Source: an optimization exercise on an open RTL-to-GDS flow (aim: small area, a short achievable clock period and few clock cycles per item). Production flows keep margins and buffers that such runs may drop.
RTL that was checked went through simulation tests only; none was proved equivalent to the original.

==> run B <==
Design complex_div, start of the top module:
module complex_div #(
  parameter int data_in_w  = 8,
  parameter int data_out_w = 16,
  parameter int frac_w     = 8
) (
  input  logic                         clk,
  input  logic                         reset_n,
  input  logic signed [data_in_w-1:0]  a_real,
  input  logic signed [data_in_w-1:0]  a_imag,
  input  logic signed [data_in_w-1:0]  b_real,
  input  logic signed [data_in_w-1:0]  b_imag,
  input  logic                         in_valid,
  output logic                         in_ready,
  output logic signed [data_out_w-1:0] out_real,
  output logic signed [data_out_w-1:0] out_imag,
  output logic                         out_valid,
  input  logic                         out_ready,
  output logic                         div_zero,
  output logic                         sat
);
clock: 7.0 ns
lec_check: 0
cap_margin: 20
core_margin: 2
core_utilization: 60
cts_buf_list: sky130_fd_sc_hd__clkbuf_8
cts_cluster_size: 24
setup_slack_margin: 3.8
slew_margin: 20
run.sh (not shown) runs the stock make flow with config.mk's settings and CLKGATE_MAP_FILE= SYNTH_SCRIPT=/design/flow/synth_recipe.tcl, a recipe that flattens the netlist after the stock synthesis.
==> inputs of run Z, as changes to run B <==
--- a/flow/design.v
+++ b/flow/design.v
@@ -47,15 +47,16 @@
   output logic [16:0] nr_x,
   output logic [16:0] nr_y,
   output logic [16:0] nr_z,
   output logic [16:0] ni_x,
   output logic [16:0] ni_y,
   output logic [16:0] ni_z,
   output logic [15:0] d_x,
-  output logic [15:0] d_y
+  output logic [15:0] d_y,
+  output logic [15:0] d_z
 );
   wire r1 = (((br_one[0] & ar[0]) | (br_two[0] & 1'b0))) ^ br_neg[0];
   wire r2 = (((br_one[0] & ar[1]) | (br_two[0] & ar[0]))) ^ br_neg[0];
   wire r3 = (((br_one[0] & ar[2]) | (br_two[0] & ar[1]))) ^ br_neg[0];
   wire r4 = (((br_one[0] & ar[3]) | (br_two[0] & ar[2]))) ^ br_neg[0];
   wire r5 = (((br_one[0] & ar[4]) | (br_two[0] & ar[3]))) ^ br_neg[0];
   wire r6 = (((br_one[0] & ar[5]) | (br_two[0] & ar[4]))) ^ br_neg[0];
@@ -599,42 +600,17 @@
   wire c538 = (c510 & c512) | (c510 & s513) | (c512 & s513);
   wire s539 = c514 ^ c516 ^ s517;
   wire c540 = (c514 & c516) | (c514 & s517) | (c516 & s517);
   wire s541 = c518 ^ c520 ^ nq433;
   wire c542 = (c518 & c520) | (c518 & nq433) | (c520 & nq433);
   wire s543 = nq435 ^ br[7] ^ nq470;
   wire c544 = (nq435 & br[7]) | (nq435 & nq470) | (br[7] & nq470);
-  wire s545 = s521 ^ sq436;
-  wire c546 = s521 & sq436;
-  wire s547 = c522 ^ sq402 ^ sq437;
-  wire c548 = (c522 & sq402) | (c522 & sq437) | (sq402 & sq437);
-  wire s549 = s523 ^ sq444 ^ bi[2];
-  wire c550 = (s523 & sq444) | (s523 & bi[2]) | (sq444 & bi[2]);
-  wire s551 = c524 ^ s525 ^ sq445;
-  wire c552 = (c524 & s525) | (c524 & sq445) | (s525 & sq445);
-  wire s553 = c526 ^ s527 ^ bi[3];
-  wire c554 = (c526 & s527) | (c526 & bi[3]) | (s527 & bi[3]);
-  wire s555 = c528 ^ s529 ^ s499;
-  wire c556 = (c528 & s529) | (c528 & s499) | (s529 & s499);
-  wire s557 = c530 ^ s531 ^ s503;
-  wire c558 = (c530 & s531) | (c530 & s503) | (s531 & s503);
-  wire s559 = c532 ^ s533 ^ s507;
-  wire c560 = (c532 & s533) | (c532 & s507) | (s533 & s507);
-  wire s561 = c534 ^ s535 ^ s511;
-  wire c562 = (c534 & s535) | (c534 & s511) | (s535 & s511);
-  wire s563 = c536 ^ s537 ^ s515;
-  wire c564 = (c536 & s537) | (c536 & s515) | (s537 & s515);
-  wire s565 = c538 ^ s539 ^ s519;
-  wire c566 = (c538 & s539) | (c538 & s519) | (s539 & s519);
-  wire s567 = c540 ^ s541 ^ nq468;
-  wire c568 = (c540 & s541) | (c540 & nq468) | (s541 & nq468);
-  wire s569 = c542 ^ s543 ^ bi[7];
-  wire c570 = (c542 & s543) | (c542 & bi[7]) | (s543 & bi[7]);
-  assign d_x = {c570, c568, c566, c564, c562, c560, c558, c556, c554, c552, c550, c548, c546, s545, 1'b0, br[0]};
-  assign d_y = {c544, s569, s567, s565, s563, s561, s559, s557, s555, s553, s551, s549, s547, bi[1], 1'b0, bi[0]};
+  assign d_x = {c544, c542, c540, c538, c536, c534, c532, c530, c528, c526, c524, s523, c522, s521, 1'b0, br[0]};
+  assign d_y = {1'b0, s543, s541, s539, s537, s535, s533, s531, s529, s527, s525, sq444, sq402, sq436, 1'b0, bi[0]};
+  assign d_z = {1'b0, bi[7], nq468, s519, s515, s511, s507, s503, s499, bi[3], sq445, bi[2], sq437, bi[1], 1'b0, 1'b0};
 endmodule
 module complex_div #(
   parameter int data_in_w  = 8,
   parameter int data_out_w = 16,
   parameter int frac_w     = 8
 ) (
   input  logic                         clk,
@@ -653,15 +629,15 @@
   output logic                         sat
 );
   localparam int NS = 16;    
   localparam int DW = 16;    
   localparam int SPS = 1;    
   localparam int NT = NS / SPS;  
   logic          adv;                
-  logic [NT+4:0] vld;                
+  logic [NT+3:0] vld;                
   logic          kv;                 
   logic          push, pop, o_free;
   assign in_ready = adv;
   logic [7:0] ar0, ai0, br0, bi0;
   logic [3:0] br_one, br_two, br_neg, bi_one, bi_two, bi_neg;
   function automatic logic [11:0] booth(input logic [7:0] b);
     logic [3:0] o, t, n;
@@ -673,24 +649,25 @@
       o[k] = b1 ^ b0;
       t[k] = (b2 & ~b1 & ~b0) | (~b2 & b1 & b0);
       n[k] = b2 & ~(b1 & b0);
     end
     booth = {o, t, n};
   endfunction
   logic [16:0] nr_x, nr_y, nr_z, ni_x, ni_y, ni_z;
-  logic [15:0] d_x, d_y;
+  logic [15:0] d_x, d_y, d_z;
   logic [16:0] nr_x1, nr_y1, nr_z1, ni_x1, ni_y1, ni_z1;
-  logic [15:0] d_x1, d_y1;
+  logic [15:0] d_x1, d_y1, d_z1;
+  logic        dz1;
   cd_front u_front (
     .ar(ar0), .ai(ai0), .br(br0), .bi(bi0),
     .br_one(br_one), .br_two(br_two), .br_neg(br_neg),
     .bi_one(bi_one), .bi_two(bi_two), .bi_neg(bi_neg),
     .nr_x(nr_x), .nr_y(nr_y), .nr_z(nr_z),
     .ni_x(ni_x), .ni_y(ni_y), .ni_z(ni_z),
-    .d_x(d_x), .d_y(d_y)
+    .d_x(d_x), .d_y(d_y), .d_z(d_z)
   );
   always_ff @(posedge clk) begin
     if (adv) begin
       ar0   <= a_real;
       ai0   <= a_imag;
       br0   <= b_real;
       bi0   <= b_imag;
@@ -700,48 +677,53 @@
       nr_y1 <= nr_y;
       nr_z1 <= nr_z;
       ni_x1 <= ni_x;
       ni_y1 <= ni_y;
       ni_z1 <= ni_z;
       d_x1  <= d_x;
       d_y1  <= d_y;
+      d_z1  <= d_z;
+      dz1   <= (br0 == 8'd0) && (bi0 == 8'd0);
     end
   end
   logic [NS:0][14:0] rem_r, rem_i;    
   logic [NS:0][15:0] dq_r, dq_i;      
   logic [NS:0][15:0] den;
-  logic [NS:0]       ng_r, ng_i, dz;   
-  logic [16:0] nr2, ni2;
-  logic [15:0] d2;
-  always_ff @(posedge clk) begin
-    if (adv) begin
-      nr2 <= nr_x1 + nr_y1 + nr_z1;
-      ni2 <= ni_x1 + ni_y1 + ni_z1;
-      d2  <= d_x1 + d_y1;
-    end
-  end
-  logic [15:0] nm_r3, nm_i3, d3;
-  logic        ng_r3, ng_i3;
+  logic [NS:0]       ng_r, ng_i, dz;
+  function automatic logic [16:0] mag3(input logic [16:0] x, input logic [16:0] y, input logic [16:0] z);
+    logic [16:0] p, n;
+    p    = x + y + z;
+    n    = ~x + ~y + ~z + 17'd3;
+    mag3 = {p[16], p[16] ? n[15:0] : p[15:0]};
+  endfunction
+  logic [15:0] nm_r_c, nm_i_c, d_c;
+  logic        ng_r_c, ng_i_c;
+  assign {ng_r_c, nm_r_c} = mag3(nr_x1, nr_y1, nr_z1);
+  assign {ng_i_c, nm_i_c} = mag3(ni_x1, ni_y1, ni_z1);
+  assign d_c = d_x1 + d_y1 + d_z1;
+  logic [15:0] nm_r2, nm_i2, d2;
+  logic        ng_r2, ng_i2, dz2;
   always_ff @(posedge clk) begin
     if (adv) begin
-      nm_r3 <= nr2[16] ? 16'(-nr2) : nr2[15:0];
-      nm_i3 <= ni2[16] ? 16'(-ni2) : ni2[15:0];
-      ng_r3 <= nr2[16];
-      ng_i3 <= ni2[16];
-      d3    <= d2;
+      nm_r2 <= nm_r_c;
+      nm_i2 <= nm_i_c;
+      d2    <= d_c;
+      ng_r2 <= ng_r_c;
+      ng_i2 <= ng_i_c;
+      dz2   <= dz1;
     end
   end
-  assign rem_r[0] = 15'(nm_r3[15:8]);
-  assign rem_i[0] = 15'(nm_i3[15:8]);
-  assign dq_r[0]  = {nm_r3[7:0], 8'b0};
-  assign dq_i[0]  = {nm_i3[7:0], 8'b0};
-  assign den[0]   = d3;
-  assign ng_r[0]  = ng_r3;
-  assign ng_i[0]  = ng_i3;
-  assign dz[0]    = 1'b0;
+  assign rem_r[0] = 15'(nm_r2[15:8]);
+  assign rem_i[0] = 15'(nm_i2[15:8]);
+  assign dq_r[0]  = {nm_r2[7:0], 8'b0};
+  assign dq_i[0]  = {nm_i2[7:0], 8'b0};
+  assign den[0]   = d2;
+  assign ng_r[0]  = ng_r2;
+  assign ng_i[0]  = ng_i2;
+  assign dz[0]    = dz2;
   for (genvar j = 1; j <= NS; j++) begin : g_step
     localparam int WI = (8 + j - 1 < 15) ? 8 + j - 1 : 15;    
     localparam int WO = (8 + j < 15) ? 8 + j : 15;            
     localparam int XQ = (j < 8) ? 8 : j;                       
     localparam bit REG = (j % SPS == 0) || (j == NS);
     logic [WO-1:0] nrem_r, nrem_i;
     logic          tk_r, tk_i;
@@ -752,19 +734,20 @@
     serial_udiv #(.rem_w(WI), .out_w(WO), .d_w(DW)) u_i (
       .rem(rem_i[j-1][WI-1:0]), .xbit(dq_i[j-1][15]), .divisor(den[j-1]),
       .rem_o(nrem_i), .take(tk_i));
     assign ndq_r = {dq_r[j-1][14:0], tk_r};
     assign ndq_i = {dq_i[j-1][14:0], tk_i};
     if (REG) begin : g_reg
       logic [XQ-1:0] xq_r, xq_i;
-      logic          g_r, g_i;
+      logic          g_r, g_i, z;
       always_ff @(posedge clk) begin
         if (adv) begin
           g_r <= ng_r[j-1];
           g_i <= ng_i[j-1];
+          z   <= dz[j-1];
         end
       end
       if (j < 8) begin : g_x
         always_ff @(posedge clk) begin
           if (adv) begin
             xq_r <= {ndq_r[15:8+j], ndq_r[j-1:0]};
             xq_i <= {ndq_i[15:8+j], ndq_i[j-1:0]};
@@ -791,36 +774,31 @@
             ri <= nrem_i;
             dd <= den[j-1];
           end
         end
         assign rem_r[j] = 15'(rr);
         assign rem_i[j] = 15'(ri);
         assign den[j]   = dd;
-        assign dz[j]    = 1'b0;
       end else begin : g_last
-        logic z;
-        always_ff @(posedge clk) begin
-          if (adv) z <= (den[j-1] == 16'd0);
-        end
         assign rem_r[j] = '0;
         assign rem_i[j] = '0;
         assign den[j]   = '0;
-        assign dz[j]    = z;
       end
       assign ng_r[j] = g_r;
       assign ng_i[j] = g_i;
+      assign dz[j]   = z;
     end else begin : g_comb
       assign rem_r[j] = 15'(nrem_r);
       assign rem_i[j] = 15'(nrem_i);
       assign dq_r[j]  = ndq_r;
       assign dq_i[j]  = ndq_i;
       assign den[j]   = den[j-1];
       assign ng_r[j]  = ng_r[j-1];
       assign ng_i[j]  = ng_i[j-1];
-      assign dz[j]    = 1'b0;
+      assign dz[j]    = dz[j-1];
     end
   end
   function automatic logic [16:0] clamp(input logic neg, input logic zero, input logic [15:0] q);
     logic [15:0] v;
     logic        s;
     if (zero) begin
       v = 16'd0;
@@ -836,15 +814,15 @@
   endfunction
   logic [15:0] res_r, res_i;
   logic        st_r, st_i;
   assign {st_r, res_r} = clamp(ng_r[NS], dz[NS], dq_r[NS]);
   assign {st_i, res_i} = clamp(ng_i[NS], dz[NS], dq_i[NS]);
   logic [15:0] k_real, k_imag;
   logic        k_dz, k_sat;
-  assign push   = adv && vld[NT+3];
+  assign push   = adv && vld[NT+2];
   assign pop    = out_valid && out_ready;
   assign o_free = !out_valid || out_ready;
   always_ff @(posedge clk) begin
     if (adv) begin
       k_real <= res_r;
       k_imag <= res_i;
       k_dz   <= dz[NS];
@@ -865,14 +843,14 @@
   always_ff @(posedge clk or negedge reset_n) begin
     if (!reset_n) begin
       adv       <= 1'b0;
       vld       <= '0;
       kv        <= 1'b0;
       out_valid <= 1'b0;
     end else begin
-      if (adv) vld <= {vld[NT+3:0], in_valid};
+      if (adv) vld <= {vld[NT+2:0], in_valid};
       kv        <= kv_n;
       out_valid <= o_free ? (kv || push) : 1'b1;
       adv       <= !kv_n;
     end
   end
 endmodule
==> flow/config.mk (replaced) <==
export PLATFORM = sky130hd
export DESIGN_NAME = complex_div
export DESIGN_NICKNAME = complex_div
export VERILOG_FILES = /design/flow/design.v
export SDC_FILE = /design/flow/constraint.sdc
export NUM_CORES = 4
export LEC_CHECK = 0
export CAP_MARGIN = 20
export CORE_MARGIN = 2
export CORE_UTILIZATION = 40
export SLEW_MARGIN = 20
==> impl_metrics.tcl <==
set metrics [dict create \
    status "complete, no violations" \
    use_met3_pct 4.413 \
    critPathMaxFanout 2 \
    finalCritPeriodShare_pct 47.77 \
    area.share.sequential_pct 49.58 \
]
(the above is from run B)
==> impl_metrics.tcl <==
set metrics [dict create \
    status "complete, no violations" \
    area.share.sequential_pct 48.33 \
    firstDrtPassIters 6 \
    critPathMaxFanout 14 \
    use_met3_pct 2.515 \
]
(the above is from run Z)
Testbench counts of run Z, summed over its fixed seeds: cycles 3,368, items 3,200.
Only the layout flow was run in run B; the RTL was not checked for function there.

port drivers added, routing unchanged:
How much do the figures lean on ideal ports? The routed layouts below were timed once more, with nothing changed but the port constraints.
Step 1, drivers: a clkbuf_16 drives clk and a buf_2 each remaining input, both assumed.
Step 2 moves the port delays by t, midway between the first and last clock arrival at a register: inputs arrive t later, outputs are due t later. That takes back most of the time a late clock gives input paths.
Slacks: ideal / step 1 / step 2; pairs: ideal / step 1.
| run | shift t [ns] | setup slack, ns | slew at the worst register clock pin (ns) |
|---|---|---|---|
| run B | 0.979 | 3.656 / 3.656 / 3.656 | 0.07 / 0.07 |
| run Z | 0.851 | 2.976 / 2.976 / 2.976 | 0.06 / 0.06 |
After both steps every run listed still meets setup and hold.
